This design comes from an exercise in tuning for small area and few clock cycles per item on the open sky130 flow, not from production work.
Function was checked by simulation only, so behaviour that the tests miss may differ from the original.
Power and IR drop assume default switching activity.

### design/flow/flow/run.sh
#!/bin/bash
# Layout flow: the standard synthesis and layout (standard.sh), with
#  - an inverter clean-up of the synthesized netlist around the full-adder cells
#    (polfix.py; full adders are self-dual, so inverters can be moved), checked
#    for combinational equivalence with yosys (registers unchanged); if the check
#    does not pass, the standard netlist is used as it is;
#  - port buffers of the smallest buffer cell (every port still gets one);
#  - a clock tree without dummy loads, with 8x clock buffers.
# Each tool writes its own log in this folder.
set -u
R=orfs/results/sky130hd/pot_average_motor_servo_setpoint/base
bash standard.sh synth > synth.log 2>&1 || exit 1
cp $R/1_2_yosys.v $R/1_2_yosys_std.v
if python3 flow/polfix.py $R/1_2_yosys_std.v polfix_out.v > polfix.log 2>&1 \
   && python3 flow/cutff.py $R/1_2_yosys_std.v eq_gold.v >> polfix.log 2>&1 \
   && python3 flow/cutff.py polfix_out.v eq_gate.v >> polfix.log 2>&1 \
   && $FLOW_HOME/../tools/install/yosys/bin/yosys -q -l eq.log -p "
        read_liberty -ignore_miss_func $FLOW_HOME/platforms/sky130hd/lib/sky130_fd_sc_hd__tt_025C_1v80.lib
        read_verilog eq_gold.v; rename $FLOW_TOP gold
        read_verilog eq_gate.v; rename $FLOW_TOP gate
        hierarchy -check; flatten; opt_clean -purge
        miter -equiv -flatten -make_assert gold gate miter
        hierarchy -top miter
        sat -verify -prove-asserts miter" > eq_stdout.log 2>&1; then
  echo "polfix netlist proven equivalent; using it" >> polfix.log
  cp polfix_out.v $R/1_2_yosys.v
  rm -f $R/1_synth.odb $R/1_synth.sdc
else
  echo "polfix not used" >> polfix.log
fi
bash standard.sh \
  "BUFFER_PORTS_ARGS=-buffer_cell sky130_fd_sc_hd__buf_1" \
  "CTS_ARGS=-sink_clustering_enable -repair_clock_nets -dont_use_dummy_load -buf_list sky130_fd_sc_hd__clkbuf_8 -sink_clustering_size 20 -sink_clustering_max_diameter 60" \
  finish > standard.log 2>&1
### design/flow/flow/cutff.py
"""Replace every flip-flop instance by ports: its Q net becomes an input, its other
input pins become outputs (named after the instance), so two netlists with the same
registers can be compared combinationally."""
import re, sys
src = open(sys.argv[1]).read()
cell_re = re.compile(r'^(\s*)(sky130_fd_sc_hd__(\w*df\w*|\w*dl\w*))\s+(\\\S+\s|\S+)\s*\((.*?)\);\n', re.S | re.M)
pin_re = re.compile(r'\.(\w+)\(([^()]*)\)')
ins, outs, assigns = [], [], []
def rep(m):
    name = re.sub(r'[^A-Za-z0-9_]', '_', m.group(4).strip())
    for p, n in pin_re.findall(m.group(5)):
        n = n.strip()
        if p == 'CLK': continue
        if p in ('Q', 'Q_N'):
            ins.append((f"q_{name}_{p}", n))
        else:
            outs.append((f"o_{name}_{p}", n))
    return ''
body = cell_re.sub(rep, src)
hdr_end = body.index(');', body.index('module ')) + 2
decl = ''.join(f"  input {a};\n" for a, n in ins) + ''.join(f"  output {a};\n" for a, n in outs)
conn = ''.join(f"  assign {n}{' ' if n.startswith(chr(92)) else ''} = {a};\n" for a, n in ins) + \
       ''.join(f"  assign {a} = {n}{' ' if n.startswith(chr(92)) else ''};\n" for a, n in outs)
hdr = body[:hdr_end]
hdr = hdr.replace(');', ', ' + ', '.join(a for a, n in ins + outs) + ');', 1) if False else hdr
# add ports to the port list
i = hdr.rindex(')')
hdr = hdr[:i] + ''.join(', ' + a for a, n in ins + outs) + hdr[i:]
open(sys.argv[2], 'w').write(hdr + decl + conn + body[hdr_end:])
### design/flow/flow/polfix.py
#!/usr/bin/env python3
"""Inverter polarity clean-up for a Yosys gate netlist with sky130 full adders.

A full adder is self-dual: FA(~a,~b,~c) = (~sum, ~cout). Flipping an adder (complementing
all three inputs and both outputs) leaves the function unchanged, so the inverters around
adders can be re-placed. This picks a flip for each fa cell (local search) that needs the
fewest inverters, then rewrites the netlist: all inverters whose input or output touches a
full adder are removed and the needed ones are re-created, one per inverted net.
Registers and every other cell are left as they are.
usage: polfix.py IN.v OUT.v
"""
import re, sys, random

FA = 'sky130_fd_sc_hd__fa_'
INV = ('sky130_fd_sc_hd__inv_', 'sky130_fd_sc_hd__clkinv_')
OUTS = {'X', 'Y', 'Q', 'Q_N', 'SUM', 'COUT', 'HI', 'LO'}

src = open(sys.argv[1]).read()
mod_start = src.index('module ')
body_start = src.index(');', mod_start) + 2
end = src.rindex('endmodule')
header, body, tail = src[:body_start], src[body_start:end], src[end:]

cell_re = re.compile(r'^(\s*)(sky130_fd_sc_hd__\w+)\s+(\\\S+\s|\S+)\s*\((.*?)\);\n', re.S | re.M)
pin_re = re.compile(r'\.(\w+)\(([^()]*)\)')

cells = []   # [type, name, [(pin, net)], span]
for m in cell_re.finditer(body):
    pins = [(p, n.strip()) for p, n in pin_re.findall(m.group(4))]
    cells.append([m.group(2), m.group(3).strip(), pins, m.span()])

def is_fa(c): return c[0].startswith(FA)
def is_inv(c): return c[0].startswith(INV)

driver = {}
for i, c in enumerate(cells):
    for p, n in c[2]:
        if p in OUTS and n:
            driver[n] = (i, p)

# nets read by ports (output ports) -- treat as consumers
port_outs = set()
port_names = set(re.findall(r'^\s*output\s+(?:\[[^\]]*\]\s*)?(\S+?);', header + body, re.M))
for m in re.finditer(r'^\s*output\s+(\[[^\]]*\]\s*)?(\S+?);', header + body, re.M):
    port_outs.add(m.group(2))
assigns = re.findall(r'^\s*assign\s+(.*?)\s*=\s*(.*?);', body, re.M)

def root(n):
    """(root net, polarity) following inverter chains"""
    pol = 0
    seen = 0
    while n in driver and is_inv(cells[driver[n][0]]) and seen < 20:
        c = cells[driver[n][0]]
        n = dict(c[2])['A']; pol ^= 1; seen += 1
    return n, pol

# which inverters are "touching" an adder (to be rebuilt)
fa_ids = [i for i, c in enumerate(cells) if is_fa(c)]
fa_index = {i: k for k, i in enumerate(fa_ids)}

def drv_fa(net):
    d = driver.get(net)
    if d and is_fa(cells[d[0]]):
        return fa_index[d[0]]
    return None

# consumers: (cell index or None for port/assign, pin, root, pol)
consumers = []
for i, c in enumerate(cells):
    if is_inv(c):
        continue
    for p, n in c[2]:
        if p in OUTS or not n or n.startswith("1'"):
            continue
        r, pol = root(n)
        consumers.append((i, p, r, pol, n))
# inverters that drive a port or assign directly must stay (as consumers of root)
used_in_assign = set()
for lhs, rhs in assigns:
    for n in re.findall(r'\\\S+\s|[\w\[\]\.$]+', rhs):
        used_in_assign.add(n.strip())

inv_out_nets = {dict(c[2])['Y'] for c in cells if is_inv(c)}
for c in cells:
    if is_inv(c):
        y = dict(c[2])['Y']
        if y in port_outs or y in used_in_assign:
            r, pol = root(y)
            consumers.append((None, 'PORT', r, pol, y))

# only consider consumers whose root or consuming cell involves an adder
relevant = []
for (i, p, r, pol, n) in consumers:
    f_cons = fa_index.get(i) if i is not None else None
    f_drv = drv_fa(r)
    if f_cons is None and f_drv is None:
        continue
    relevant.append((f_cons, f_drv, r, pol, i, p, n))

nfa = len(fa_ids)
x = [0] * nfa

def cost(x):
    need = set()
    for f_cons, f_drv, r, pol, i, p, n in relevant:
        v = pol ^ (x[f_cons] if f_cons is not None else 0) ^ (x[f_drv] if f_drv is not None else 0)
        if v:
            need.add(r)
    return len(need)

# local search with random restarts and single-flip moves
def search(seed):
    rnd = random.Random(seed)
    x = [rnd.randint(0, 1) if seed else 0 for _ in range(nfa)]
    best = cost(x)
    improved = True
    while improved:
        improved = False
        order = list(range(nfa)); rnd.shuffle(order)
        for k in order:
            x[k] ^= 1
            c = cost(x)
            if c <= best and (c < best or rnd.random() < 0.3):
                if c < best: improved = True
                best = c
            else:
                x[k] ^= 1
    return best, x
start = cost(x)
best, x = search(0)
for seed in range(1, 300):
    b, xx = search(seed)
    if b < best:
        best, x = b, xx
print(f"polfix: {nfa} adders, inverters around adders {start} -> {best}", file=sys.stderr)
if len(sys.argv) < 3:
    sys.exit(0)

def outbuf_cleanup(text):
    """Synthesis leaves a buf_4 in front of each output port; the layout's port buffering
    adds its own buffer after it. Shrink these to buf_1 (the resizer can size them up)."""
    n = 0
    def rep(m):
        nonlocal n
        pins = dict((p, v.strip()) for p, v in pin_re.findall(m.group(0)))
        if pins.get('X', '').split('[')[0].lstrip('\\') in port_names:
            n += 1
            return m.group(0).replace(m.group(2), 'sky130_fd_sc_hd__buf_1', 1)
        return m.group(0)
    text = cell_re.sub(lambda m: rep(m) if re.match(r'sky130_fd_sc_hd__(buf|clkbuf)_\d+$', m.group(2)) else m.group(0), text)
    print(f"polfix: {n} output-port buffers from synthesis set to buf_1", file=sys.stderr)
    return text

# ---- rewrite ----
need = {}
for f_cons, f_drv, r, pol, i, p, n in relevant:
    v = pol ^ (x[f_cons] if f_cons is not None else 0) ^ (x[f_drv] if f_drv is not None else 0)
    if v:
        need.setdefault(r, None)
# nets driven by flipped adders carry the complement; name new nets
newpins = {}  # (cell idx, pin) -> net
extra = []
k = 0
def inv_net(r):
    global k
    if need[r] is None:
        k += 1
        nn = f"_polinv{k}_"
        need[r] = nn
        extra.append(f"  sky130_fd_sc_hd__inv_1 _polinv_cell{k}_ (\n    .A({r}{' ' if r.startswith(chr(92)) else ''}),\n    .Y({nn})\n  );\n")
    return need[r]
def netref(n):
    return n + ' ' if n.startswith('\\') else n
port_fix = []
for f_cons, f_drv, r, pol, i, p, n in relevant:
    v = pol ^ (x[f_cons] if f_cons is not None else 0) ^ (x[f_drv] if f_drv is not None else 0)
    target = inv_net(r) if v else r
    if i is None:
        port_fix.append((n, target))
    else:
        newpins[(i, p)] = target
# remove inverters that only fed relevant consumers (rebuild); keep others
keep_inv = set()
for (i, p, r, pol, n) in consumers:
    pass
relevant_keys = {(i, p) for f_cons, f_drv, r, pol, i, p, n in relevant}
# an inverter is still needed if some non-relevant consumer reads its output
inv_needed_nets = set()
for (i, p, r, pol, n) in consumers:
    if (i, p) not in relevant_keys and n in inv_out_nets:
        inv_needed_nets.add(n)
# and transitively its input chain
def mark(n):
    while n in driver and is_inv(cells[driver[n][0]]):
        inv_needed_nets.add(n)
        n = dict(cells[driver[n][0]][2])['A']
for n in list(inv_needed_nets):
    mark(n)
# ports/assign nets whose driver is an inverter: handled via port_fix, inverter removed
port_nets_fixed = {n for n, t in port_fix}

out = []
pos = 0
removed = 0
for idx, c in enumerate(cells):
    s, e = c[3]
    out.append(body[pos:s]); pos = e
    text = body[s:e]
    if is_inv(c):
        y = dict(c[2])['Y']
        if y not in inv_needed_nets:
            removed += 1
            continue
    if any((idx, p) in newpins for p, _ in c[2]):
        def rep(m):
            p = m.group(1)
            if (idx, p) in newpins:
                return f".{p}({netref(newpins[(idx, p)])})"
            return m.group(0)
        text = pin_re.sub(rep, text)
    out.append(text)
out.append(body[pos:])
nb = ''.join(out)
# port nets: drive with a buffer-free connection via an assign-free approach: an inverter
# or buffer cell whose output is the port net
for n, t in port_fix:
    k += 1
    if t == n:
        continue
    extra.append(f"  sky130_fd_sc_hd__buf_1 _polbuf_cell{k}_ (\n    .A({netref(t)}),\n    .X({netref(n)})\n  );\n")
# flipped adders: their output nets now carry complements; consumers were rewired above
decl = ''.join(f"  wire _polinv{j}_;\n" for j in range(1, k + 1) if f"_polinv{j}_" in ''.join(extra))
nb = decl + nb + ''.join(extra)
text = header + nb + tail
text = outbuf_cleanup(text)
open(sys.argv[2], 'w').write(text)
print(f"polfix: removed {removed} inverters, added {sum(1 for e in extra if 'inv_1' in e)} inverters, {sum(1 for e in extra if 'buf_1' in e)} port buffers", file=sys.stderr)
### design/flow/standard.sh
#!/bin/bash
# synth_recipe.tcl (not shown) runs the flow's synth.tcl, then flattens the netlist and writes it again
# the make line also repeats each setting of config.mk as NAME=value (left out here)
make -C /OpenROAD-flow-scripts/flow DESIGN_CONFIG=/design/flow/config.mk WORK_HOME=/design/flow/orfs CLKGATE_MAP_FILE= SYNTH_SCRIPT=/design/flow/synth_recipe.tcl "${@:-finish}"
### design/flow/config.mk
export PLATFORM = sky130hd
export DESIGN_NAME = pot_average_motor_servo_setpoint
export DESIGN_NICKNAME = pot_average_motor_servo_setpoint
export VERILOG_FILES = /design/flow/design.v
export SDC_FILE = /design/flow/constraint.sdc
export NUM_CORES = 4
export LEC_CHECK = 0
export CAP_MARGIN = 20
export CORE_MARGIN = 2
export CORE_UTILIZATION = 45
export PLACE_DENSITY = 0.55
export SLEW_MARGIN = 20
### design/flow/constraint.sdc
create_clock -name core_clock -period 10.0 [get_ports {i_clk}]
set_input_delay 2.0000 -clock core_clock [delete_from_list [all_inputs] [get_ports {i_clk}]]
set_output_delay 2.0000 -clock core_clock [all_outputs]
set_load 0.01 [all_outputs]
### design/flow/design.v
`default_nettype none
module pot_average_motor_servo_setpoint (
    input  wire         i_clk,
    input  wire         i_rst_n,
    input  wire         i_in_valid,
    output logic        o_in_stall,
    input  wire  [19:0] i_in_item,
    output logic        o_out_valid,
    input  wire         i_out_stall,
    output logic [56:0] o_out_item
);
    localparam int WINDOW = 10;
    logic [19:0] r_cell [WINDOW];
    logic [3:0]  r_fill;
    logic        full;
    logic [13:0] r_ssum, r_asum;
    logic [13:0] ssum_next, asum_next;
    logic        r_valid;
    logic        accept;
    logic        take_old;
    logic [9:0]  new_s, new_a, nold_s, nold_a;
    assign o_in_stall  = r_valid && i_out_stall;
    assign accept      = i_in_valid && !o_in_stall;
    assign o_out_valid = r_valid;
    always_ff @(posedge i_clk) begin
        if (accept) begin
            r_cell[0] <= i_in_item;
            for (int i = 1; i < WINDOW; i++) r_cell[i] <= r_cell[i-1];
        end
    end
    assign full     = (r_fill == 4'(WINDOW));
    assign take_old = accept && full;
    assign new_s    = accept ? i_in_item[19:10] : 10'd0;
    assign new_a    = accept ? i_in_item[9:0]   : 10'd0;
    assign nold_s   = take_old ? ~r_cell[WINDOW-1][19:10] : 10'd0;
    assign nold_a   = take_old ? ~r_cell[WINDOW-1][9:0]   : 10'd0;
    always_ff @(posedge i_clk) begin
        if (!i_rst_n) begin
            r_fill  <= '0;
            r_valid <= 1'b0;
        end else begin
            r_valid <= accept || (r_valid && i_out_stall);
            if (accept && !full) r_fill <= r_fill + 4'd1;
        end
    end
    always_ff @(posedge i_clk) begin
        r_ssum <= i_rst_n ? ssum_next : 14'd0;
        r_asum <= i_rst_n ? asum_next : 14'd0;
    end
    logic [7:0]  speed;    
    logic [7:0]  qa;
    logic        neg, pos;
    logic [8:0]  w5;       
    logic [12:0] servo;
    logic [7:0]  aset;
    logic [6:0]  smag;
    assign neg = r_ssum < 14'd5115;
    assign pos = r_ssum >= 14'd5167;
    logic h_1;
    logic h_2;
    logic h_3;
    logic h_4;
    logic h_5;
    logic h_6;
    logic h_7;
    logic h_8;
    logic h_9;
    logic h_10;
    logic h_11;
    logic h_12;
    logic h_13;
    logic h_14;
    logic h_15;
    logic h_16;
    logic h_17;
    logic h_18;
    logic h_19;
    logic h_20;
    logic h_21;
    logic h_22;
    logic h_23;
    logic h_24;
    logic h_25;
    logic h_26;
    logic h_27;
    logic h_28;
    logic h_29;
    logic h_30;
    logic h_31;
    logic h_32;
    logic h_33;
    logic h_34;
    logic h_35;
    logic h_36;
    logic h_37;
    logic h_38;
    logic h_39;
    logic h_40;
    logic h_41;
    logic h_42;
    logic h_43;
    logic h_44;
    logic h_45;
    logic h_46;
    logic h_47;
    logic h_48;
    logic h_49;
    logic h_50;
    logic h_51;
    logic h_52;
    logic h_53;
    logic h_54;
    logic h_55;
    logic h_56;
    logic h_57;
    logic h_58;
    logic h_59;
    logic h_60;
    logic h_61;
    logic h_62;
    logic h_63;
    logic h_64;
    logic h_65;
    logic h_66;
    logic h_67;
    logic h_68;
    logic h_69;
    logic h_70;
    logic h_71;
    logic h_72;
    logic h_73;
    logic h_74;
    logic h_75;
    logic h_76;
    logic h_77;
    logic h_78;
    logic h_79;
    logic h_80;
    logic h_81;
    logic h_82;
    logic h_83;
    logic h_84;
    logic h_85;
    logic h_86;
    logic h_87;
    logic h_88;
    logic h_89;
    logic h_90;
    logic h_91;
    logic h_92;
    logic h_93;
    logic h_94;
    logic h_95;
    logic h_96;
    logic h_97;
    logic h_98;
    logic h_99;
    logic h_100;
    logic h_101;
    logic h_102;
    logic h_103;
    logic h_104;
    logic h_105;
    logic h_106;
    logic h_107;
    logic h_108;
    logic h_109;
    logic h_110;
    logic h_111;
    logic h_112;
    logic h_113;
    logic h_114;
    logic h_115;
    logic h_116;
    logic h_117;
    logic h_118;
    logic h_119;
    logic h_120;
    logic h_121;
    logic h_122;
    logic h_123;
    logic h_124;
    logic h_125;
    logic h_126;
    logic h_127;
    logic h_128;
    logic h_129;
    logic h_130;
    logic h_131;
    logic h_132;
    logic h_133;
    logic h_134;
    logic h_135;
    logic h_136;
    logic h_137;
    logic h_138;
    logic h_139;
    logic h_140;
    logic h_141;
    logic h_142;
    logic h_143;
    logic h_144;
    logic h_145;
    logic h_146;
    logic h_147;
    logic h_148;
    logic h_149;
    logic h_150;
    logic h_151;
    logic h_152;
    logic h_153;
    logic h_154;
    logic h_155;
    logic h_156;
    logic h_157;
    logic h_158;
    logic h_159;
    logic h_160;
    logic h_161;
    logic h_162;
    logic h_163;
    logic h_164;
    logic h_165;
    logic h_166;
    logic h_167;
    logic h_168;
    logic h_169;
    logic h_170;
    logic h_171;
    logic h_172;
    logic h_173;
    logic h_174;
    logic h_175;
    logic h_176;
    logic h_177;
    logic h_178;
    logic h_179;
    logic h_180;
    logic h_181;
    logic h_182;
    logic h_183;
    logic h_184;
    logic h_185;
    logic h_186;
    logic h_187;
    logic h_188;
    logic h_189;
    logic h_190;
    logic h_191;
    logic h_192;
    logic h_193;
    logic h_194;
    logic h_195;
    logic h_196;
    logic h_197;
    logic h_198;
    logic h_199;
    logic h_200;
    logic h_201;
    logic h_202;
    logic h_203;
    logic h_204;
    logic h_205;
    logic h_206;
    logic h_207;
    logic h_208;
    logic h_209;
    logic h_210;
    logic h_211;
    logic h_212;
    logic h_213;
    logic h_214;
    logic h_215;
    logic h_216;
    logic h_217;
    logic h_218;
    logic h_219;
    logic h_220;
    logic h_221;
    logic h_222;
    logic h_223;
    logic h_224;
    logic h_225;
    logic h_226;
    logic h_227;
    logic h_228;
    logic h_229;
    logic h_230;
    logic h_231;
    logic h_232;
    logic h_233;
    logic h_234;
    logic h_235;
    logic h_236;
    logic h_237;
    logic h_238;
    logic h_239;
    logic h_240;
    logic h_241;
    logic h_242;
    logic h_243;
    logic h_244;
    logic h_245;
    logic h_246;
    logic h_247;
    logic h_248;
    logic h_249;
    logic h_250;
    logic h_251;
    logic h_252;
    logic h_253;
    logic h_254;
    logic h_255;
    logic h_256;
    logic h_257;
    logic h_258;
    logic h_259;
    logic h_260;
    logic h_261;
    logic h_262;
    logic h_263;
    logic h_264;
    logic h_265;
    logic h_266;
    logic h_267;
    logic h_268;
    logic h_269;
    logic h_270;
    logic h_271;
    logic h_272;
    logic h_273;
    logic h_274;
    logic h_275;
    logic h_276;
    logic h_277;
    logic h_278;
    logic h_279;
    logic h_280;
    logic h_281;
    logic h_282;
    logic h_283;
    logic h_284;
    logic h_285;
    logic h_286;
    logic h_287;
    logic h_288;
    logic h_289;
    logic h_290;
    logic h_291;
    logic h_292;
    logic h_293;
    logic h_294;
    logic h_295;
    logic h_296;
    logic h_297;
    logic h_298;
    logic h_299;
    logic h_300;
    logic h_301;
    logic h_302;
    logic h_303;
    logic h_304;
    logic h_305;
    logic h_306;
    logic h_307;
    logic h_308;
    logic h_309;
    logic h_310;
    logic h_311;
    logic h_312;
    logic h_313;
    logic h_314;
    logic h_315;
    logic h_316;
    logic h_317;
    logic h_318;
    logic h_319;
    logic h_320;
    logic h_321;
    logic h_322;
    logic h_323;
    logic h_324;
    logic h_325;
    logic h_326;
    logic h_327;
    logic h_328;
    logic h_329;
    logic h_330;
    logic h_331;
    logic h_332;
    logic h_333;
    logic h_334;
    logic h_335;
    logic h_336;
    logic h_337;
    logic h_338;
    logic h_339;
    logic h_340;
    logic h_341;
    logic h_342;
    logic h_343;
    logic h_344;
    logic h_345;
    logic h_346;
    logic h_347;
    logic h_348;
    logic h_349;
    logic h_350;
    logic h_351;
    logic h_352;
    logic h_353;
    logic h_354;
    logic h_355;
    logic h_356;
    logic h_357;
    logic h_358;
    logic h_359;
    logic h_360;
    logic h_361;
    logic h_362;
    logic h_363;
    logic h_364;
    logic h_365;
    logic h_366;
    logic h_367;
    logic h_368;
    logic h_369;
    logic h_370;
    logic h_371;
    logic h_372;
    logic h_373;
    logic h_374;
    logic h_375;
    logic h_376;
    logic h_377;
    logic h_378;
    logic h_379;
    logic h_380;
    logic h_381;
    logic h_382;
    logic h_383;
    logic h_384;
    logic h_385;
    logic h_386;
    logic h_387;
    logic h_388;
    logic h_389;
    logic h_390;
    logic h_391;
    logic h_392;
    logic h_393;
    logic h_394;
    logic h_395;
    logic h_396;
    logic h_397;
    logic h_398;
    logic h_399;
    logic h_400;
    assign h_1 = r_ssum[0] ^ new_s[0] ^ nold_s[0];
    assign h_2 = (r_ssum[0] & new_s[0]) | (r_ssum[0] & nold_s[0]) | (new_s[0] & nold_s[0]);
    assign h_3 = r_ssum[1] ^ new_s[1] ^ nold_s[1];
    assign h_4 = (r_ssum[1] & new_s[1]) | (r_ssum[1] & nold_s[1]) | (new_s[1] & nold_s[1]);
    assign h_5 = r_ssum[2] ^ new_s[2] ^ nold_s[2];
    assign h_6 = (r_ssum[2] & new_s[2]) | (r_ssum[2] & nold_s[2]) | (new_s[2] & nold_s[2]);
    assign h_7 = r_ssum[3] ^ new_s[3] ^ nold_s[3];
    assign h_8 = (r_ssum[3] & new_s[3]) | (r_ssum[3] & nold_s[3]) | (new_s[3] & nold_s[3]);
    assign h_9 = r_ssum[4] ^ new_s[4] ^ nold_s[4];
    assign h_10 = (r_ssum[4] & new_s[4]) | (r_ssum[4] & nold_s[4]) | (new_s[4] & nold_s[4]);
    assign h_11 = r_ssum[5] ^ new_s[5] ^ nold_s[5];
    assign h_12 = (r_ssum[5] & new_s[5]) | (r_ssum[5] & nold_s[5]) | (new_s[5] & nold_s[5]);
    assign h_13 = r_ssum[6] ^ new_s[6] ^ nold_s[6];
    assign h_14 = (r_ssum[6] & new_s[6]) | (r_ssum[6] & nold_s[6]) | (new_s[6] & nold_s[6]);
    assign h_15 = r_ssum[7] ^ new_s[7] ^ nold_s[7];
    assign h_16 = (r_ssum[7] & new_s[7]) | (r_ssum[7] & nold_s[7]) | (new_s[7] & nold_s[7]);
    assign h_17 = r_ssum[8] ^ new_s[8] ^ nold_s[8];
    assign h_18 = (r_ssum[8] & new_s[8]) | (r_ssum[8] & nold_s[8]) | (new_s[8] & nold_s[8]);
    assign h_19 = r_ssum[9] ^ new_s[9] ^ nold_s[9];
    assign h_20 = (r_ssum[9] & new_s[9]) | (r_ssum[9] & nold_s[9]) | (new_s[9] & nold_s[9]);
    assign h_21 = h_20 ^ r_ssum[10] ^ take_old;
    assign h_22 = (h_20 & r_ssum[10]) | (h_20 & take_old) | (r_ssum[10] & take_old);
    assign h_23 = h_22 ^ r_ssum[11] ^ take_old;
    assign h_24 = (h_22 & r_ssum[11]) | (h_22 & take_old) | (r_ssum[11] & take_old);
    assign h_25 = h_24 ^ r_ssum[12] ^ take_old;
    assign h_26 = (h_24 & r_ssum[12]) | (h_24 & take_old) | (r_ssum[12] & take_old);
    assign h_27 = h_26 ^ r_ssum[13] ^ take_old;
    assign h_28 = (h_26 & r_ssum[13]) | (h_26 & take_old) | (r_ssum[13] & take_old);
    assign h_29 = h_1 ^ take_old;
    assign h_30 = h_1 & take_old;
    assign h_31 = h_2 ^ h_3 ^ h_30;
    assign h_32 = (h_2 & h_3) | (h_2 & h_30) | (h_3 & h_30);
    assign h_33 = h_4 ^ h_5 ^ h_32;
    assign h_34 = (h_4 & h_5) | (h_4 & h_32) | (h_5 & h_32);
    assign h_35 = h_6 ^ h_7 ^ h_34;
    assign h_36 = (h_6 & h_7) | (h_6 & h_34) | (h_7 & h_34);
    assign h_37 = h_8 ^ h_9 ^ h_36;
    assign h_38 = (h_8 & h_9) | (h_8 & h_36) | (h_9 & h_36);
    assign h_39 = h_10 ^ h_11 ^ h_38;
    assign h_40 = (h_10 & h_11) | (h_10 & h_38) | (h_11 & h_38);
    assign h_41 = h_12 ^ h_13 ^ h_40;
    assign h_42 = (h_12 & h_13) | (h_12 & h_40) | (h_13 & h_40);
    assign h_43 = h_14 ^ h_15 ^ h_42;
    assign h_44 = (h_14 & h_15) | (h_14 & h_42) | (h_15 & h_42);
    assign h_45 = h_16 ^ h_17 ^ h_44;
    assign h_46 = (h_16 & h_17) | (h_16 & h_44) | (h_17 & h_44);
    assign h_47 = h_18 ^ h_19 ^ h_46;
    assign h_48 = (h_18 & h_19) | (h_18 & h_46) | (h_19 & h_46);
    assign h_49 = h_21 ^ h_48;
    assign h_50 = h_21 & h_48;
    assign h_51 = h_23 ^ h_50;
    assign h_52 = h_23 & h_50;
    assign h_53 = h_25 ^ h_52;
    assign h_54 = h_25 & h_52;
    assign h_55 = h_27 ^ h_54;
    assign h_56 = h_27 & h_54;
    assign h_57 = r_asum[0] ^ new_a[0] ^ nold_a[0];
    assign h_58 = (r_asum[0] & new_a[0]) | (r_asum[0] & nold_a[0]) | (new_a[0] & nold_a[0]);
    assign h_59 = r_asum[1] ^ new_a[1] ^ nold_a[1];
    assign h_60 = (r_asum[1] & new_a[1]) | (r_asum[1] & nold_a[1]) | (new_a[1] & nold_a[1]);
    assign h_61 = r_asum[2] ^ new_a[2] ^ nold_a[2];
    assign h_62 = (r_asum[2] & new_a[2]) | (r_asum[2] & nold_a[2]) | (new_a[2] & nold_a[2]);
    assign h_63 = r_asum[3] ^ new_a[3] ^ nold_a[3];
    assign h_64 = (r_asum[3] & new_a[3]) | (r_asum[3] & nold_a[3]) | (new_a[3] & nold_a[3]);
    assign h_65 = r_asum[4] ^ new_a[4] ^ nold_a[4];
    assign h_66 = (r_asum[4] & new_a[4]) | (r_asum[4] & nold_a[4]) | (new_a[4] & nold_a[4]);
    assign h_67 = r_asum[5] ^ new_a[5] ^ nold_a[5];
    assign h_68 = (r_asum[5] & new_a[5]) | (r_asum[5] & nold_a[5]) | (new_a[5] & nold_a[5]);
    assign h_69 = r_asum[6] ^ new_a[6] ^ nold_a[6];
    assign h_70 = (r_asum[6] & new_a[6]) | (r_asum[6] & nold_a[6]) | (new_a[6] & nold_a[6]);
    assign h_71 = r_asum[7] ^ new_a[7] ^ nold_a[7];
    assign h_72 = (r_asum[7] & new_a[7]) | (r_asum[7] & nold_a[7]) | (new_a[7] & nold_a[7]);
    assign h_73 = r_asum[8] ^ new_a[8] ^ nold_a[8];
    assign h_74 = (r_asum[8] & new_a[8]) | (r_asum[8] & nold_a[8]) | (new_a[8] & nold_a[8]);
    assign h_75 = r_asum[9] ^ new_a[9] ^ nold_a[9];
    assign h_76 = (r_asum[9] & new_a[9]) | (r_asum[9] & nold_a[9]) | (new_a[9] & nold_a[9]);
    assign h_77 = h_76 ^ r_asum[10] ^ take_old;
    assign h_78 = (h_76 & r_asum[10]) | (h_76 & take_old) | (r_asum[10] & take_old);
    assign h_79 = h_78 ^ r_asum[11] ^ take_old;
    assign h_80 = (h_78 & r_asum[11]) | (h_78 & take_old) | (r_asum[11] & take_old);
    assign h_81 = h_80 ^ r_asum[12] ^ take_old;
    assign h_82 = (h_80 & r_asum[12]) | (h_80 & take_old) | (r_asum[12] & take_old);
    assign h_83 = h_82 ^ r_asum[13] ^ take_old;
    assign h_84 = (h_82 & r_asum[13]) | (h_82 & take_old) | (r_asum[13] & take_old);
    assign h_85 = h_57 ^ take_old;
    assign h_86 = h_57 & take_old;
    assign h_87 = h_58 ^ h_59 ^ h_86;
    assign h_88 = (h_58 & h_59) | (h_58 & h_86) | (h_59 & h_86);
    assign h_89 = h_60 ^ h_61 ^ h_88;
    assign h_90 = (h_60 & h_61) | (h_60 & h_88) | (h_61 & h_88);
    assign h_91 = h_62 ^ h_63 ^ h_90;
    assign h_92 = (h_62 & h_63) | (h_62 & h_90) | (h_63 & h_90);
    assign h_93 = h_64 ^ h_65 ^ h_92;
    assign h_94 = (h_64 & h_65) | (h_64 & h_92) | (h_65 & h_92);
    assign h_95 = h_66 ^ h_67 ^ h_94;
    assign h_96 = (h_66 & h_67) | (h_66 & h_94) | (h_67 & h_94);
    assign h_97 = h_68 ^ h_69 ^ h_96;
    assign h_98 = (h_68 & h_69) | (h_68 & h_96) | (h_69 & h_96);
    assign h_99 = h_70 ^ h_71 ^ h_98;
    assign h_100 = (h_70 & h_71) | (h_70 & h_98) | (h_71 & h_98);
    assign h_101 = h_72 ^ h_73 ^ h_100;
    assign h_102 = (h_72 & h_73) | (h_72 & h_100) | (h_73 & h_100);
    assign h_103 = h_74 ^ h_75 ^ h_102;
    assign h_104 = (h_74 & h_75) | (h_74 & h_102) | (h_75 & h_102);
    assign h_105 = h_77 ^ h_104;
    assign h_106 = h_77 & h_104;
    assign h_107 = h_79 ^ h_106;
    assign h_108 = h_79 & h_106;
    assign h_109 = h_81 ^ h_108;
    assign h_110 = h_81 & h_108;
    assign h_111 = h_83 ^ h_110;
    assign h_112 = h_83 & h_110;
    assign h_113 = r_ssum[8] ^ r_ssum[5] ^ ~r_ssum[3];
    assign h_114 = (r_ssum[8] & r_ssum[5]) | (r_ssum[8] & ~r_ssum[3]) | (r_ssum[5] & ~r_ssum[3]);
    assign h_115 = r_ssum[9] ^ r_ssum[6] ^ r_ssum[0];
    assign h_116 = (r_ssum[9] & r_ssum[6]) | (r_ssum[9] & r_ssum[0]) | (r_ssum[6] & r_ssum[0]);
    assign h_117 = r_ssum[10] ^ r_ssum[7] ^ r_ssum[1];
    assign h_118 = (r_ssum[10] & r_ssum[7]) | (r_ssum[10] & r_ssum[1]) | (r_ssum[7] & r_ssum[1]);
    assign h_119 = r_ssum[13] ^ r_ssum[5] ^ 1'b0;
    assign h_120 = (r_ssum[13] & r_ssum[5]) | (r_ssum[13] & 1'b0) | (r_ssum[5] & 1'b0);
    assign h_121 = r_ssum[11] ^ r_ssum[8] ^ r_ssum[2];
    assign h_122 = (r_ssum[11] & r_ssum[8]) | (r_ssum[11] & r_ssum[2]) | (r_ssum[8] & r_ssum[2]);
    assign h_123 = r_ssum[0] ^ ~r_ssum[6] ^ 1'b1;
    assign h_124 = (r_ssum[0] & ~r_ssum[6]) | (r_ssum[0] & 1'b1) | (~r_ssum[6] & 1'b1);
    assign h_125 = r_ssum[12] ^ r_ssum[9] ^ r_ssum[3];
    assign h_126 = (r_ssum[12] & r_ssum[9]) | (r_ssum[12] & r_ssum[3]) | (r_ssum[9] & r_ssum[3]);
    assign h_127 = r_ssum[1] ^ ~r_ssum[7] ^ 1'b1;
    assign h_128 = (r_ssum[1] & ~r_ssum[7]) | (r_ssum[1] & 1'b1) | (~r_ssum[7] & 1'b1);
    assign h_129 = r_ssum[13] ^ r_ssum[10] ^ r_ssum[4];
    assign h_130 = (r_ssum[13] & r_ssum[10]) | (r_ssum[13] & r_ssum[4]) | (r_ssum[10] & r_ssum[4]);
    assign h_131 = r_ssum[2] ^ ~r_ssum[8] ^ 1'b1;
    assign h_132 = (r_ssum[2] & ~r_ssum[8]) | (r_ssum[2] & 1'b1) | (~r_ssum[8] & 1'b1);
    assign h_133 = r_ssum[11] ^ r_ssum[5] ^ r_ssum[3];
    assign h_134 = (r_ssum[11] & r_ssum[5]) | (r_ssum[11] & r_ssum[3]) | (r_ssum[5] & r_ssum[3]);
    assign h_135 = r_ssum[12] ^ r_ssum[6] ^ r_ssum[4];
    assign h_136 = (r_ssum[12] & r_ssum[6]) | (r_ssum[12] & r_ssum[4]) | (r_ssum[6] & r_ssum[4]);
    assign h_137 = r_ssum[13] ^ r_ssum[7] ^ r_ssum[5];
    assign h_138 = (r_ssum[13] & r_ssum[7]) | (r_ssum[13] & r_ssum[5]) | (r_ssum[7] & r_ssum[5]);
    assign h_139 = r_ssum[8] ^ r_ssum[6] ^ ~r_ssum[12];
    assign h_140 = (r_ssum[8] & r_ssum[6]) | (r_ssum[8] & ~r_ssum[12]) | (r_ssum[6] & ~r_ssum[12]);
    assign h_141 = r_ssum[9] ^ r_ssum[7] ^ ~r_ssum[13];
    assign h_142 = (r_ssum[9] & r_ssum[7]) | (r_ssum[9] & ~r_ssum[13]) | (r_ssum[7] & ~r_ssum[13]);
    assign h_143 = r_ssum[11] ^ r_ssum[9] ^ 1'b1;
    assign h_144 = (r_ssum[11] & r_ssum[9]) | (r_ssum[11] & 1'b1) | (r_ssum[9] & 1'b1);
    assign h_145 = r_ssum[12] ^ r_ssum[10] ^ 1'b1;
    assign h_146 = (r_ssum[12] & r_ssum[10]) | (r_ssum[12] & 1'b1) | (r_ssum[10] & 1'b1);
    assign h_147 = h_114 ^ h_115 ^ ~r_ssum[12];
    assign h_148 = (h_114 & h_115) | (h_114 & ~r_ssum[12]) | (h_115 & ~r_ssum[12]);
    assign h_149 = h_116 ^ h_117 ^ ~h_119;
    assign h_150 = (h_116 & h_117) | (h_116 & ~h_119) | (h_117 & ~h_119);
    assign h_151 = h_118 ^ h_121 ^ h_123;
    assign h_152 = (h_118 & h_121) | (h_118 & h_123) | (h_121 & h_123);
    assign h_153 = h_122 ^ h_124 ^ h_125;
    assign h_154 = (h_122 & h_124) | (h_122 & h_125) | (h_124 & h_125);
    assign h_155 = h_126 ^ h_128 ^ h_129;
    assign h_156 = (h_126 & h_128) | (h_126 & h_129) | (h_128 & h_129);
    assign h_157 = h_130 ^ h_132 ^ h_133;
    assign h_158 = (h_130 & h_132) | (h_130 & h_133) | (h_132 & h_133);
    assign h_159 = h_134 ^ h_135 ^ ~r_ssum[10];
    assign h_160 = (h_134 & h_135) | (h_134 & ~r_ssum[10]) | (h_135 & ~r_ssum[10]);
    assign h_161 = h_136 ^ h_137 ^ ~r_ssum[11];
    assign h_162 = (h_136 & h_137) | (h_136 & ~r_ssum[11]) | (h_137 & ~r_ssum[11]);
    assign h_163 = h_142 ^ r_ssum[10] ^ r_ssum[8];
    assign h_164 = (h_142 & r_ssum[10]) | (h_142 & r_ssum[8]) | (r_ssum[10] & r_ssum[8]);
    assign h_165 = h_146 ^ r_ssum[13] ^ r_ssum[11];
    assign h_166 = (h_146 & r_ssum[13]) | (h_146 & r_ssum[11]) | (r_ssum[13] & r_ssum[11]);
    assign h_167 = h_150 ^ h_151 ^ ~h_120;
    assign h_168 = (h_150 & h_151) | (h_150 & ~h_120) | (h_151 & ~h_120);
    assign h_169 = h_152 ^ h_153 ^ h_127;
    assign h_170 = (h_152 & h_153) | (h_152 & h_127) | (h_153 & h_127);
    assign h_171 = h_154 ^ h_155 ^ h_131;
    assign h_172 = (h_154 & h_155) | (h_154 & h_131) | (h_155 & h_131);
    assign h_173 = h_156 ^ h_157 ^ ~r_ssum[9];
    assign h_174 = (h_156 & h_157) | (h_156 & ~r_ssum[9]) | (h_157 & ~r_ssum[9]);
    assign h_175 = h_158 ^ h_159 ^ 1'b1;
    assign h_176 = (h_158 & h_159) | (h_158 & 1'b1) | (h_159 & 1'b1);
    assign h_177 = h_160 ^ h_161 ^ 1'b1;
    assign h_178 = (h_160 & h_161) | (h_160 & 1'b1) | (h_161 & 1'b1);
    assign h_179 = h_162 ^ h_138 ^ h_139;
    assign h_180 = (h_162 & h_138) | (h_162 & h_139) | (h_138 & h_139);
    assign h_181 = h_172 ^ h_173 ^ 1'b1;
    assign h_182 = (h_172 & h_173) | (h_172 & 1'b1) | (h_173 & 1'b1);
    assign h_183 = h_180 ^ h_140 ^ h_141;
    assign h_184 = (h_180 & h_140) | (h_180 & h_141) | (h_140 & h_141);
    assign h_185 = h_182 ^ h_174 ^ h_175;
    assign h_186 = (h_182 & h_174) | (h_182 & h_175) | (h_174 & h_175);
    assign h_187 = h_186 ^ h_176 ^ h_177;
    assign h_188 = (h_186 & h_176) | (h_186 & h_177) | (h_176 & h_177);
    assign h_189 = h_188 ^ h_178 ^ h_179;
    assign h_190 = (h_188 & h_178) | (h_188 & h_179) | (h_178 & h_179);
    assign h_191 = h_147 & ~r_ssum[4];
    assign h_192 = h_147 | ~r_ssum[4];
    assign h_193 = h_148 & h_149;
    assign h_194 = h_148 | h_149;
    assign h_195 = h_168 & h_169;
    assign h_196 = h_168 | h_169;
    assign h_197 = h_170 & h_171;
    assign h_198 = h_170 | h_171;
    assign h_199 = h_193 | (h_194 & h_191);
    assign h_200 = h_194 & h_192;
    assign h_201 = h_195 | (h_196 & 1'b0);
    assign h_202 = h_196 & h_167;
    assign h_203 = 1'b0 | (h_181 & h_197);
    assign h_204 = h_181 & h_198;
    assign h_205 = 1'b0 | (h_187 & 1'b0);
    assign h_206 = h_187 & h_185;
    assign h_207 = h_201 | (h_202 & h_199);
    assign h_208 = h_202 & h_200;
    assign h_209 = h_205 | (h_206 & h_203);
    assign h_210 = h_206 & h_204;
    assign h_211 = h_209 | (h_210 & h_207);
    assign h_212 = h_210 & h_208;
    assign h_213 = h_189 ^ h_211;
    assign h_214 = h_189 & h_211;
    assign h_215 = h_190 ^ h_183 ^ h_214;
    assign h_216 = (h_190 & h_183) | (h_190 & h_214) | (h_183 & h_214);
    assign h_217 = h_184 ^ h_163 ^ h_216;
    assign h_218 = (h_184 & h_163) | (h_184 & h_216) | (h_163 & h_216);
    assign h_219 = h_164 ^ h_143 ^ h_218;
    assign h_220 = (h_164 & h_143) | (h_164 & h_218) | (h_143 & h_218);
    assign h_221 = h_144 ^ h_145 ^ h_220;
    assign h_222 = (h_144 & h_145) | (h_144 & h_220) | (h_145 & h_220);
    assign h_223 = h_165 ^ h_222;
    assign h_224 = h_165 & h_222;
    assign h_225 = h_166 ^ r_ssum[12] ^ h_224;
    assign h_226 = (h_166 & r_ssum[12]) | (h_166 & h_224) | (r_ssum[12] & h_224);
    assign h_227 = r_ssum[13] ^ 1'b1 ^ h_226;
    assign h_228 = (r_ssum[13] & 1'b1) | (r_ssum[13] & h_226) | (1'b1 & h_226);
    assign h_229 = r_asum[10] ^ r_asum[7] ^ r_asum[0];
    assign h_230 = (r_asum[10] & r_asum[7]) | (r_asum[10] & r_asum[0]) | (r_asum[7] & r_asum[0]);
    assign h_231 = r_asum[11] ^ r_asum[8] ^ r_asum[1];
    assign h_232 = (r_asum[11] & r_asum[8]) | (r_asum[11] & r_asum[1]) | (r_asum[8] & r_asum[1]);
    assign h_233 = r_asum[12] ^ r_asum[9] ^ r_asum[2];
    assign h_234 = (r_asum[12] & r_asum[9]) | (r_asum[12] & r_asum[2]) | (r_asum[9] & r_asum[2]);
    assign h_235 = r_asum[13] ^ r_asum[10] ^ r_asum[3];
    assign h_236 = (r_asum[13] & r_asum[10]) | (r_asum[13] & r_asum[3]) | (r_asum[10] & r_asum[3]);
    assign h_237 = r_asum[11] ^ r_asum[4] ^ r_asum[1];
    assign h_238 = (r_asum[11] & r_asum[4]) | (r_asum[11] & r_asum[1]) | (r_asum[4] & r_asum[1]);
    assign h_239 = r_asum[12] ^ r_asum[5] ^ r_asum[2];
    assign h_240 = (r_asum[12] & r_asum[5]) | (r_asum[12] & r_asum[2]) | (r_asum[5] & r_asum[2]);
    assign h_241 = r_asum[13] ^ r_asum[6] ^ r_asum[3];
    assign h_242 = (r_asum[13] & r_asum[6]) | (r_asum[13] & r_asum[3]) | (r_asum[6] & r_asum[3]);
    assign h_243 = h_234 ^ h_235 ^ r_asum[0];
    assign h_244 = (h_234 & h_235) | (h_234 & r_asum[0]) | (h_235 & r_asum[0]);
    assign h_245 = h_242 ^ r_asum[7] ^ r_asum[4];
    assign h_246 = (h_242 & r_asum[7]) | (h_242 & r_asum[4]) | (r_asum[7] & r_asum[4]);
    assign h_247 = h_244 ^ h_236 ^ h_237;
    assign h_248 = (h_244 & h_236) | (h_244 & h_237) | (h_236 & h_237);
    assign h_249 = h_246 ^ r_asum[8] ^ r_asum[5];
    assign h_250 = (h_246 & r_asum[8]) | (h_246 & r_asum[5]) | (r_asum[8] & r_asum[5]);
    assign h_251 = h_248 ^ h_238 ^ h_239;
    assign h_252 = (h_248 & h_238) | (h_248 & h_239) | (h_238 & h_239);
    assign h_253 = h_250 ^ r_asum[9] ^ r_asum[6];
    assign h_254 = (h_250 & r_asum[9]) | (h_250 & r_asum[6]) | (r_asum[9] & r_asum[6]);
    assign h_255 = h_252 ^ h_240 ^ h_241;
    assign h_256 = (h_252 & h_240) | (h_252 & h_241) | (h_240 & h_241);
    assign h_257 = h_254 ^ r_asum[10] ^ r_asum[7];
    assign h_258 = (h_254 & r_asum[10]) | (h_254 & r_asum[7]) | (r_asum[10] & r_asum[7]);
    assign h_259 = h_258 ^ r_asum[11] ^ r_asum[8];
    assign h_260 = (h_258 & r_asum[11]) | (h_258 & r_asum[8]) | (r_asum[11] & r_asum[8]);
    assign h_261 = h_260 ^ r_asum[12] ^ r_asum[9];
    assign h_262 = (h_260 & r_asum[12]) | (h_260 & r_asum[9]) | (r_asum[12] & r_asum[9]);
    assign h_263 = h_262 ^ r_asum[13] ^ r_asum[10];
    assign h_264 = (h_262 & r_asum[13]) | (h_262 & r_asum[10]) | (r_asum[13] & r_asum[10]);
    assign h_265 = r_asum[6] & 1'b1;
    assign h_266 = r_asum[6] | 1'b1;
    assign h_267 = h_229 & 1'b1;
    assign h_268 = h_229 | 1'b1;
    assign h_269 = h_230 & h_231;
    assign h_270 = h_230 | h_231;
    assign h_271 = h_232 & h_233;
    assign h_272 = h_232 | h_233;
    assign h_273 = h_256 & h_245;
    assign h_274 = h_256 | h_245;
    assign h_275 = h_267 | (h_268 & h_265);
    assign h_276 = h_268 & h_266;
    assign h_277 = h_271 | (h_272 & h_269);
    assign h_278 = h_272 & h_270;
    assign h_279 = 1'b0 | (h_247 & 1'b0);
    assign h_280 = h_247 & h_243;
    assign h_281 = 1'b0 | (h_255 & 1'b0);
    assign h_282 = h_255 & h_251;
    assign h_283 = 1'b0 | (h_249 & h_273);
    assign h_284 = h_249 & h_274;
    assign h_285 = h_277 | (h_278 & h_275);
    assign h_286 = h_278 & h_276;
    assign h_287 = h_281 | (h_282 & h_279);
    assign h_288 = h_282 & h_280;
    assign h_289 = h_287 | (h_288 & h_285);
    assign h_290 = h_288 & h_286;
    assign h_291 = h_283 | (h_284 & h_289);
    assign h_292 = h_284 & h_290;
    assign h_293 = h_253 ^ h_291;
    assign h_294 = h_253 & h_291;
    assign h_295 = h_257 ^ h_294;
    assign h_296 = h_257 & h_294;
    assign h_297 = h_259 ^ h_296;
    assign h_298 = h_259 & h_296;
    assign h_299 = h_261 ^ h_298;
    assign h_300 = h_261 & h_298;
    assign h_301 = h_263 ^ h_300;
    assign h_302 = h_263 & h_300;
    assign h_303 = h_264 ^ r_asum[11] ^ h_302;
    assign h_304 = (h_264 & r_asum[11]) | (h_264 & h_302) | (r_asum[11] & h_302);
    assign h_305 = r_asum[12] ^ h_304;
    assign h_306 = r_asum[12] & h_304;
    assign h_307 = r_asum[13] ^ h_306;
    assign h_308 = r_asum[13] & h_306;
    assign h_309 = speed[0] ^ ~pos ^ 1'b1;
    assign h_310 = (speed[0] & ~pos) | (speed[0] & 1'b1) | (~pos & 1'b1);
    assign h_311 = speed[2] ^ speed[0] ^ 1'b1;
    assign h_312 = (speed[2] & speed[0]) | (speed[2] & 1'b1) | (speed[0] & 1'b1);
    assign h_313 = speed[3] ^ speed[1] ^ 1'b1;
    assign h_314 = (speed[3] & speed[1]) | (speed[3] & 1'b1) | (speed[1] & 1'b1);
    assign h_315 = speed[4] ^ speed[2] ^ 1'b1;
    assign h_316 = (speed[4] & speed[2]) | (speed[4] & 1'b1) | (speed[2] & 1'b1);
    assign h_317 = speed[5] ^ speed[3] ^ 1'b1;
    assign h_318 = (speed[5] & speed[3]) | (speed[5] & 1'b1) | (speed[3] & 1'b1);
    assign h_319 = speed[6] ^ speed[4] ^ 1'b1;
    assign h_320 = (speed[6] & speed[4]) | (speed[6] & 1'b1) | (speed[4] & 1'b1);
    assign h_321 = speed[7] ^ speed[5] ^ 1'b1;
    assign h_322 = (speed[7] & speed[5]) | (speed[7] & 1'b1) | (speed[5] & 1'b1);
    assign h_323 = speed[7] ^ speed[6] ^ 1'b1;
    assign h_324 = (speed[7] & speed[6]) | (speed[7] & 1'b1) | (speed[6] & 1'b1);
    assign h_325 = h_310 ^ speed[1] ^ 1'b1;
    assign h_326 = (h_310 & speed[1]) | (h_310 & 1'b1) | (speed[1] & 1'b1);
    assign h_327 = h_326 ^ h_311;
    assign h_328 = h_326 & h_311;
    assign h_329 = h_312 ^ h_313 ^ h_328;
    assign h_330 = (h_312 & h_313) | (h_312 & h_328) | (h_313 & h_328);
    assign h_331 = h_314 ^ h_315 ^ h_330;
    assign h_332 = (h_314 & h_315) | (h_314 & h_330) | (h_315 & h_330);
    assign h_333 = h_316 ^ h_317 ^ h_332;
    assign h_334 = (h_316 & h_317) | (h_316 & h_332) | (h_317 & h_332);
    assign h_335 = h_318 ^ h_319 ^ h_334;
    assign h_336 = (h_318 & h_319) | (h_318 & h_334) | (h_319 & h_334);
    assign h_337 = h_320 ^ h_321 ^ h_336;
    assign h_338 = (h_320 & h_321) | (h_320 & h_336) | (h_321 & h_336);
    assign h_339 = h_322 ^ h_323 ^ h_338;
    assign h_340 = (h_322 & h_323) | (h_322 & h_338) | (h_323 & h_338);
    assign h_341 = qa[0] ^ qa[3] ^ 1'b1;
    assign h_342 = (qa[0] & qa[3]) | (qa[0] & 1'b1) | (qa[3] & 1'b1);
    assign h_343 = qa[0] ^ qa[1] ^ qa[4];
    assign h_344 = (qa[0] & qa[1]) | (qa[0] & qa[4]) | (qa[1] & qa[4]);
    assign h_345 = qa[1] ^ qa[2] ^ qa[5];
    assign h_346 = (qa[1] & qa[2]) | (qa[1] & qa[5]) | (qa[2] & qa[5]);
    assign h_347 = qa[2] ^ qa[3] ^ qa[6];
    assign h_348 = (qa[2] & qa[3]) | (qa[2] & qa[6]) | (qa[3] & qa[6]);
    assign h_349 = qa[3] ^ qa[4] ^ qa[7];
    assign h_350 = (qa[3] & qa[4]) | (qa[3] & qa[7]) | (qa[4] & qa[7]);
    assign h_351 = qa[4] ^ qa[5] ^ 1'b1;
    assign h_352 = (qa[4] & qa[5]) | (qa[4] & 1'b1) | (qa[5] & 1'b1);
    assign h_353 = qa[6] ^ qa[7] ^ 1'b1;
    assign h_354 = (qa[6] & qa[7]) | (qa[6] & 1'b1) | (qa[7] & 1'b1);
    assign h_355 = h_342 ^ h_343 ^ 1'b1;
    assign h_356 = (h_342 & h_343) | (h_342 & 1'b1) | (h_343 & 1'b1);
    assign h_357 = h_346 ^ h_347 ^ 1'b1;
    assign h_358 = (h_346 & h_347) | (h_346 & 1'b1) | (h_347 & 1'b1);
    assign h_359 = h_348 ^ h_349 ^ 1'b1;
    assign h_360 = (h_348 & h_349) | (h_348 & 1'b1) | (h_349 & 1'b1);
    assign h_361 = h_352 ^ qa[5] ^ qa[6];
    assign h_362 = (h_352 & qa[5]) | (h_352 & qa[6]) | (qa[5] & qa[6]);
    assign h_363 = h_356 ^ h_344 ^ h_345;
    assign h_364 = (h_356 & h_344) | (h_356 & h_345) | (h_344 & h_345);
    assign h_365 = h_360 ^ h_350 ^ h_351;
    assign h_366 = (h_360 & h_350) | (h_360 & h_351) | (h_350 & h_351);
    assign h_367 = qa[2] ^ 1'b1;
    assign h_368 = qa[2] & 1'b1;
    assign h_369 = h_341 ^ h_368;
    assign h_370 = h_341 & h_368;
    assign h_371 = h_355 ^ h_370;
    assign h_372 = h_355 & h_370;
    assign h_373 = h_363 ^ h_372;
    assign h_374 = h_363 & h_372;
    assign h_375 = h_364 ^ h_357 ^ h_374;
    assign h_376 = (h_364 & h_357) | (h_364 & h_374) | (h_357 & h_374);
    assign h_377 = h_358 ^ h_359 ^ h_376;
    assign h_378 = (h_358 & h_359) | (h_358 & h_376) | (h_359 & h_376);
    assign h_379 = h_365 ^ h_378;
    assign h_380 = h_365 & h_378;
    assign h_381 = h_366 ^ h_361 ^ h_380;
    assign h_382 = (h_366 & h_361) | (h_366 & h_380) | (h_361 & h_380);
    assign h_383 = h_362 ^ h_353 ^ h_382;
    assign h_384 = (h_362 & h_353) | (h_362 & h_382) | (h_353 & h_382);
    assign h_385 = h_354 ^ qa[7] ^ h_384;
    assign h_386 = (h_354 & qa[7]) | (h_354 & h_384) | (qa[7] & h_384);
    assign h_387 = qa[1] ^ 1'b1;
    assign h_388 = qa[1] & 1'b1;
    assign h_389 = qa[2] ^ 1'b1 ^ h_388;
    assign h_390 = (qa[2] & 1'b1) | (qa[2] & h_388) | (1'b1 & h_388);
    assign h_391 = qa[3] ^ h_390;
    assign h_392 = qa[3] & h_390;
    assign h_393 = qa[4] ^ h_392;
    assign h_394 = qa[4] & h_392;
    assign h_395 = qa[5] ^ 1'b1 ^ h_394;
    assign h_396 = (qa[5] & 1'b1) | (qa[5] & h_394) | (1'b1 & h_394);
    assign h_397 = qa[6] ^ h_396;
    assign h_398 = qa[6] & h_396;
    assign h_399 = qa[7] ^ 1'b1 ^ h_398;
    assign h_400 = (qa[7] & 1'b1) | (qa[7] & h_398) | (1'b1 & h_398);
    assign ssum_next = {h_55, h_53, h_51, h_49, h_47, h_45, h_43, h_41, h_39, h_37, h_35, h_33, h_31, h_29};
    assign asum_next = {h_111, h_109, h_107, h_105, h_103, h_101, h_99, h_97, h_95, h_93, h_91, h_89, h_87, h_85};
    assign speed = {h_227, h_225, h_223, h_221, h_219, h_217, h_215, h_213};
    assign qa = {h_307, h_305, h_303, h_301, h_299, h_297, h_295, h_293};
    assign w5 = {h_339, h_337, h_335, h_333, h_331, h_329, h_327, h_325, h_309};
    assign servo = {h_386, h_385, h_383, h_381, h_379, h_377, h_375, h_373, h_371, h_369, h_367, qa[1], qa[0]};
    assign aset = {h_399, h_397, h_395, h_393, h_391, h_389, h_387, qa[0]};
    always_comb begin
        logic seen;
        seen = 1'b0;
        for (int i = 0; i < 7; i++) begin
            smag[i] = speed[i] ^ (neg && seen);
            seen    = seen || speed[i];
        end
    end
    assign o_out_item[56:49] = speed;
    assign o_out_item[48:42] = smag;
    assign o_out_item[41:34] = aset;
    assign o_out_item[33:26] = qa;
    assign o_out_item[25]    = pos;
    assign o_out_item[24]    = neg;
    assign o_out_item[23:13] = {w5, pos, pos} ^ {11{neg}};
    assign o_out_item[12:0]  = servo;
endmodule
`default_nettype wire
==> run summary, run 1 <==
- The flow ran to the end and the layout has no timing, DRC or antenna violations.
- The antenna diode instance count is 0.
- The number of antenna violations at the first check in global routing was 0.
- The startpoint identified for the worst hold timing path is r_cell[7][5].
- In this run, the number of DRC markers left after iteration 0 of detailed routing was 275.
- The clock sink count is 233.
- The minimum setup slack in the final design is 0.06397 ns.
- The placeable core region is 0.02439 mm^2.
- Counting every net in the synthesized netlist gives 896.
- The highest metal layer used by the detailed router is met4.
- The floorplan row count is 57.
- The layout net count is 985.
- The worst IR drop on VDD is 0.0006121 V.
- The tightest min-delay check is of the flop to flop type.
- The origin of the worst setup path is r_ssum[5].
- The fill cell total of the finished layout is 2153.
- In the final routed layout, each cell accounts on average for 16.19 um.
- The worst hold slack is 0.3730 ns.
- The tool flagged a number of max-cap violations equal to 0.
- The later pin in the worst-skew pair is clocked with a latency of 0.52 ns.
- The nature of the critical path startpoint is a flop.
- The placed cell area is 0.01202 mm^2.
- Leaving out fill and tap cells, the most frequent cells in the layout are 200 x sky130_fd_sc_hd__edfxtp_1, 91 x sky130_fd_sc_hd__fa_1, 85 x sky130_fd_sc_hd__inv_1.
- By startpoint and endpoint, the worst setup path is classified as flop to output port.
- In this run, CTS created clock tree buffers numbering 17.
- The sum of routed wire length over all layers is 18150 um.
- The final critical path time including I/O delays and setup is 9.936 ns.
- The final route contains 5267 vias.
- The largest net degree at the start of global routing is 72.
- Setup violations remaining at the end of the flow were counted as 0.
- After technology mapping, the gate count stands at 710.
- The clock transition at the register clock pins on the worst setup and hold paths after CTS is 0.12 ns.
- The post-placement cell count is 1103.
- The detail-routed via count per cell is 4.698.
- In this run the number of H-tree levels came out at 1.
- TritonCTS built the clock tree.
- The number of global-route vias before repair came to 5678.
- The kind of capture point of the worst setup path is an output port.
- Summing every instance area after synthesis gives 0.01120 mm^2.
- In this run the horizontal extent of the chip is 161.8 um.
- After legalization and detailed placement, the total HPWL measured 13530 um.
- Measured along the y axis, the die boundary spans 161.8 um.
- The number of failing hold endpoints at the final stage is 0.
- The layout overhead on the synthesized area is 10.39%.
- The final weighted congestion in routability-driven placement is 0.7722.
- In this run the tool buffered the top-level ports with 82 buffer cells.
- The number of top-level pins is 83.
- Buffers inserted to repair hold after CTS numbered 0.
- Setup repair after global routing could not meet its margin everywhere.
- The worst clock skew is 0.08298 ns.
- In this run the power density over the cells is 304.3 mW/mm^2.
- For this configuration, the core starts out at a cell density of 45.92%.
- The detailed router put a total of 8894 um of wire on met1.
- The first global-routing pass estimated 29690 um of wire.
- The required time at the endpoint of the critical path is 8.00 ns.
- The worst slew margin relative to its limit is 46.12%.
- The final global-route overflow total is 0.
- The clock tree buffer depth is 3.
- The commonest non-fill, non-tap cell in the layout is sky130_fd_sc_hd__edfxtp_1.
- The origin of the critical flop-to-flop path is r_fill[0].
- Timing analysis after detailed placement gives a worst setup slack of -0.2253 ns.
- The post-route netlist has 12.55% of its cells at a drive strength greater than 1.
- The antenna violation net count after detailed routing is 0.
- The data arrival time of the critical path is 7.94 ns.
- The post-route DRC violation count is 0.
- The tree is rooted in a sky130_fd_sc_hd__clkbuf_8.
- The detailed-routing iteration count for the pre-antenna-repair pass is 6.
- The highest fanout seen on the critical path is 2.
- The count of cells in the finished layout, fillers not included, comes to 1121.
- In the finished design, the share of the clock period the worst path needs comes to 99.36%.
- The leakage power total is 4.792 nW.
- At the pin with the least slew margin, the transition time is 0.8082 ns.
- The all-layer global routing usage is 14.44%.
- The max-slew violation total from the final report is 0.
- The die covers 0.02617 mm^2.
- A synthesized cell averages 15.78 um^2.
- In the detailed route, the total length drawn on met2 is 8335 um.
- During synthesis, Yosys emitted a total of 2 warnings.
- The final cell area excluding filler cells is 0.01236 mm^2.
- The sum of met3 wire segment lengths after detailed routing is 724 um.
- Static timing analysis puts the maximum clock frequency at 0.1006 GHz.
[final timing paths]
kind | to | slack (ns) | cells after the start
setup / recovery | o_out_item[23] | 0.06 | 26
hold / removal | r_cell[8][5] | 0.37 | 0
setup reg to reg | r_ssum[13] | 2.79 | 23
hold reg to reg | r_cell[8][5] | 0.37 | 0
[critical path, stage by stage (launching register included)]
cell and delay [ns]:
sky130_fd_sc_hd__dfxtp_2 0.34, sky130_fd_sc_hd__inv_2 0.05, sky130_fd_sc_hd__fa_1 0.49, sky130_fd_sc_hd__fa_1 0.53, sky130_fd_sc_hd__fa_1 0.42, sky130_fd_sc_hd__ha_2 0.19
sky130_fd_sc_hd__fa_2 0.39, sky130_fd_sc_hd__fa_2 0.36, sky130_fd_sc_hd__fa_1 0.47, sky130_fd_sc_hd__inv_1 0.06, sky130_fd_sc_hd__ha_1 0.13, sky130_fd_sc_hd__inv_1 0.05
sky130_fd_sc_hd__fa_2 0.33, sky130_fd_sc_hd__fa_2 0.35, sky130_fd_sc_hd__fa_2 0.57, sky130_fd_sc_hd__ha_4 0.21, sky130_fd_sc_hd__fa_2 0.34, sky130_fd_sc_hd__fa_2 0.37
sky130_fd_sc_hd__fa_2 0.35, sky130_fd_sc_hd__fa_2 0.35, sky130_fd_sc_hd__fa_2 0.34, sky130_fd_sc_hd__inv_2 0.07, sky130_fd_sc_hd__xor2_2 0.13, sky130_fd_sc_hd__xnor2_1 0.14
sky130_fd_sc_hd__xnor2_1 0.15, sky130_fd_sc_hd__xnor2_1 0.13, sky130_fd_sc_hd__buf_2 0.15
[metal layers]
metal	track usage [%]	vias up
li1	-	2484
met1	21.28	2657
met2	23.29	110
met3	2.094	16
met4	2.776	0
met5	0	-
[sequential cells by signal (all words and copies together) (netlist names)]
signal   flops
r_cell     200
r_asum      14
r_ssum      14
r_fill       4
r_valid      1
[power breakdown]
group          switching (W)  total [W]  internal (W)
clock               0.000270   0.000424      0.000154
combinational        0.00119    0.00218      0.000985
sequential         0.0000312    0.00116       0.00113
total                0.00149    0.00376       0.00227
[timing repair]
item	in CTS	in global routing
buffers inserted	0	1
endpoints found under the setup margin	6	6
gates cloned	0	0
pin swaps	11	5
gates resized for setup	27	10
[per-stage QoR]
step | TNS [ns] | utilization, % | total power, W
2_1_floorplan | 0 | - | 0.002700
3_3_place_gp | -0.1855 | 49.26 | 0.003220
3_5_place_dp | -0.2253 | 49.26 | 0.003273
4_1_cts | -0.03612 | 50.53 | 0.003822
5_1_grt | -0.2974 | 50.69 | 0.004164
6_report | 0 | 50.69 | 0.003762
[layout make-up]
cell class                      count  area (um^2)  share of cell area, %
Sequential cell                   233         6681                  54.04
Multi-Input combinational cell    340         4123                  33.34
Timing Repair Buffer              119        590.6                  4.776
Tap cell                          324        405.4                  3.279
Inverter                           88        330.3                  2.672
Clock buffer                       17        234.0                  1.892
Testbench counts, summed over its fixed seeds: cycles 16,016, items 16,000.
==> run 2: changes to the inputs <==
--- a/design/flow/config.mk
+++ b/design/flow/config.mk
@@ -7,6 +7,5 @@
 export LEC_CHECK = 0
-export CAP_MARGIN = 20
+export CAP_MARGIN = 5
 export CORE_MARGIN = 2
-export CORE_UTILIZATION = 45
-export PLACE_DENSITY = 0.55
-export SLEW_MARGIN = 20
+export CORE_UTILIZATION = 60
+export SLEW_MARGIN = 5
==> run summary, run 2 <==
- The run finished with no timing, DRC or antenna violations.
- The placeable core region is 0.01815 mm^2.
- The achievable frequency is 0.1008 GHz.
- In the detailed route, the total length drawn on met2 is 8146 um.
- For this run, the post-layout net count is 984.
- The highest fanout seen on the critical path is 2.
- The register with the most flip-flops in the layout has 200 of them.
- The worst path uses 99.22% of the clock period.
- The largest individual stage delay along the critical path comes from the cell sky130_fd_sc_hd__fa_2.
- Across every metal layer, demand over resource in global routing totals 18.70%.
- Buffers placed on the I/O ports in this run total 82.
- The largest registers in the layout are r_cell: 200 flops, r_asum: 14 flops, r_ssum: 14 flops.
- The antenna diode instance count is 0.
- The count of H-tree levels built during CTS is 1.
- The stage delay of the slowest cell on the critical path is 0.57 ns.
- TritonCTS built the clock tree.
- The detail-routed via count per cell is 5.118.
- The worst setup path is captured at an output port.
- Headroom to the max-slew limit came out at 49.24%.
- Synthesis handed over a netlist of 710 instances.
- The number of top-level pins is 83.
- The nature of the critical path startpoint is a flop.
- The fill cell total of the finished layout is 1257.
- Setup violations remaining at the end of the flow were counted as 0.
- The number of buffers inserted for hold repair after clock tree synthesis is 0.
- The final global-route overflow total is 0.
- The design draws 0.003748 W.
- The routed design has 17510 um of wire.
- The critical setup path kind is flop to output port.
- The die extent in y is 140.6 um.
- Grouping stages by cell kind, the critical path spends the most delay in adder cells.
- The floorplan row count is 49.
- The HPWL after detailed placement is 13030 um.
- The leakage power total is 4.783 nW.
- The data arrival time of the critical path is 7.92 ns.
- The violation count after the first detailed-route iteration is 354.
- The number of failing hold endpoints at the final stage is 0.
- Cells with a size suffix above 1 make up 12.31% of the layout.
- The number of buffers and inverters on the critical path is 5.
- The later pin in the worst-skew pair is clocked with a latency of 0.50 ns.
- The setup total negative slack is 0 ns.
- The layout overhead on the synthesized area is 9.261%.
- The congestion estimate from routability-driven global placement came to 0.7923.
- The final route contains 5246 vias.
- Wire segments on met3 add up to 692 um in the final route.
- Setup repair after global routing could not meet its margin everywhere.
- The number of global-route vias before repair is 5577.
- The detailed-routing iteration count for the pre-antenna-repair pass is 4.
- The die outline area is 0.01978 mm^2.
## run 2: changes by cell type in the layout (fill, tap and decap cells not counted), sizes merged
cell | previous run | this run
buf | 119 | 116
clkbuf | 17 | 19
## run 2: area by class of cell
type	count	area, um^2	area share, %
Tap cell	229	286.5	2.341
Multi-Input combinational cell	340	4125	33.71
Clock buffer	17	234.0	1.912
Timing Repair Buffer	118	581.8	4.754
Inverter	88	330.3	2.699
Sequential cell	233	6680	54.59
## run 2: power by group
part	switching (W)	total, W	internal (W)
clock network	0.000261	0.000415	0.000154
logic	0.00119	0.00217	0.000980
registers	0.0000324	0.00116	0.00113
total	0.00148	0.00375	0.00226
## run 2: final timing paths
check                startpoint             end  slack, ns  cells after the start
setup reg to reg        r_valid      r_ssum[13]       2.75                     21
hold / removal    r_cell[1][13]   r_cell[2][13]       0.37                      0
setup / recovery      r_ssum[5]  o_out_item[23]       0.08                     26
hold reg to reg   r_cell[1][13]   r_cell[2][13]       0.37                      0
## run 2: repair_timing
action | 4_1_cts | 5_1_grt
resized for setup | 23 | 12
setup buffers | 0 | 1
endpoints found under the setup margin | 6 | 6
gates cloned | 0 | 0
pin swaps | 18 | 11
## run 2: stage by stage
stage	setup slack (ns)	hold WS [ns]	std cells
2_1_floorplan	0.01744	0.4003	710
6_report	0.07768	0.3667	1025
5_1_grt	-0.2794	0.3597	1025
3_5_place_dp	-0.1918	0.4045	1007
3_3_place_gp	-0.1416	0.4003	1007
4_1_cts	-0.08566	0.3661	1024
## run 2: worst reg2reg max path, cell delays in order (launching register included)
cell and delay [ns]:
sky130_fd_sc_hd__dfxtp_1 0.36, sky130_fd_sc_hd__a21boi_4 0.52, sky130_fd_sc_hd__nand2_1 0.44, sky130_fd_sc_hd__buf_4 0.33
sky130_fd_sc_hd__nor2_1 0.14, sky130_fd_sc_hd__fa_1 0.45, sky130_fd_sc_hd__fa_1 0.43, sky130_fd_sc_hd__fa_1 0.41
sky130_fd_sc_hd__fa_1 0.40, sky130_fd_sc_hd__fa_1 0.38, sky130_fd_sc_hd__fa_1 0.42, sky130_fd_sc_hd__fa_1 0.40
sky130_fd_sc_hd__fa_1 0.42, sky130_fd_sc_hd__fa_1 0.42, sky130_fd_sc_hd__fa_1 0.40, sky130_fd_sc_hd__ha_1 0.20
sky130_fd_sc_hd__ha_1 0.18, sky130_fd_sc_hd__ha_1 0.20, sky130_fd_sc_hd__xnor2_1 0.17, sky130_fd_sc_hd__xnor2_1 0.15
sky130_fd_sc_hd__xnor2_1 0.13, sky130_fd_sc_hd__and2_1 0.17
## run 2: metal layers
layer / GRT usage [%] / up-vias
met3: 2.242 / 17
met2: 30.17 / 110
met4: 3.474 / 0
li1: - / 2492
met5: 0 / -
met1: 28.49 / 2627

-- static timing again, ports no longer ideal --
Ports are ideal in the flow. The routed layouts listed here were re-timed in OpenROAD. Step 1 (the two cells are an assumption about what drives the block):
set clk [get_ports {i_clk}]
set_driving_cell -lib_cell sky130_fd_sc_hd__clkbuf_16 $clk
set_driving_cell -lib_cell sky130_fd_sc_hd__buf_2 [delete_from_list [all_inputs] $clk]
Step 2 also shifts input and output timing later by t, the mid clock arrival at the registers, as if the neighbouring blocks saw the same clock. Slacks: no drivers / after step 1 / after step 2; pairs: no drivers / after step 1.
| run | t, ns | slack for setup (ns) | hold slack, ns | clock arrival spread, ns | slew at the worst register clock pin (ns) |
|---|---|---|---|---|---|
| run 1 | 0.514 | 0.064 / 0.028 / 0.542 | 0.373 / 0.373 / 0.373 | 0.084 / 0.084 | 0.12 / 0.12 |
| run 2 | 0.515 | 0.078 / 0.039 / 0.554 | 0.367 / 0.367 / 0.367 | 0.090 / 0.090 | 0.12 / 0.12 |
After both steps setup and hold are still met in every run listed.
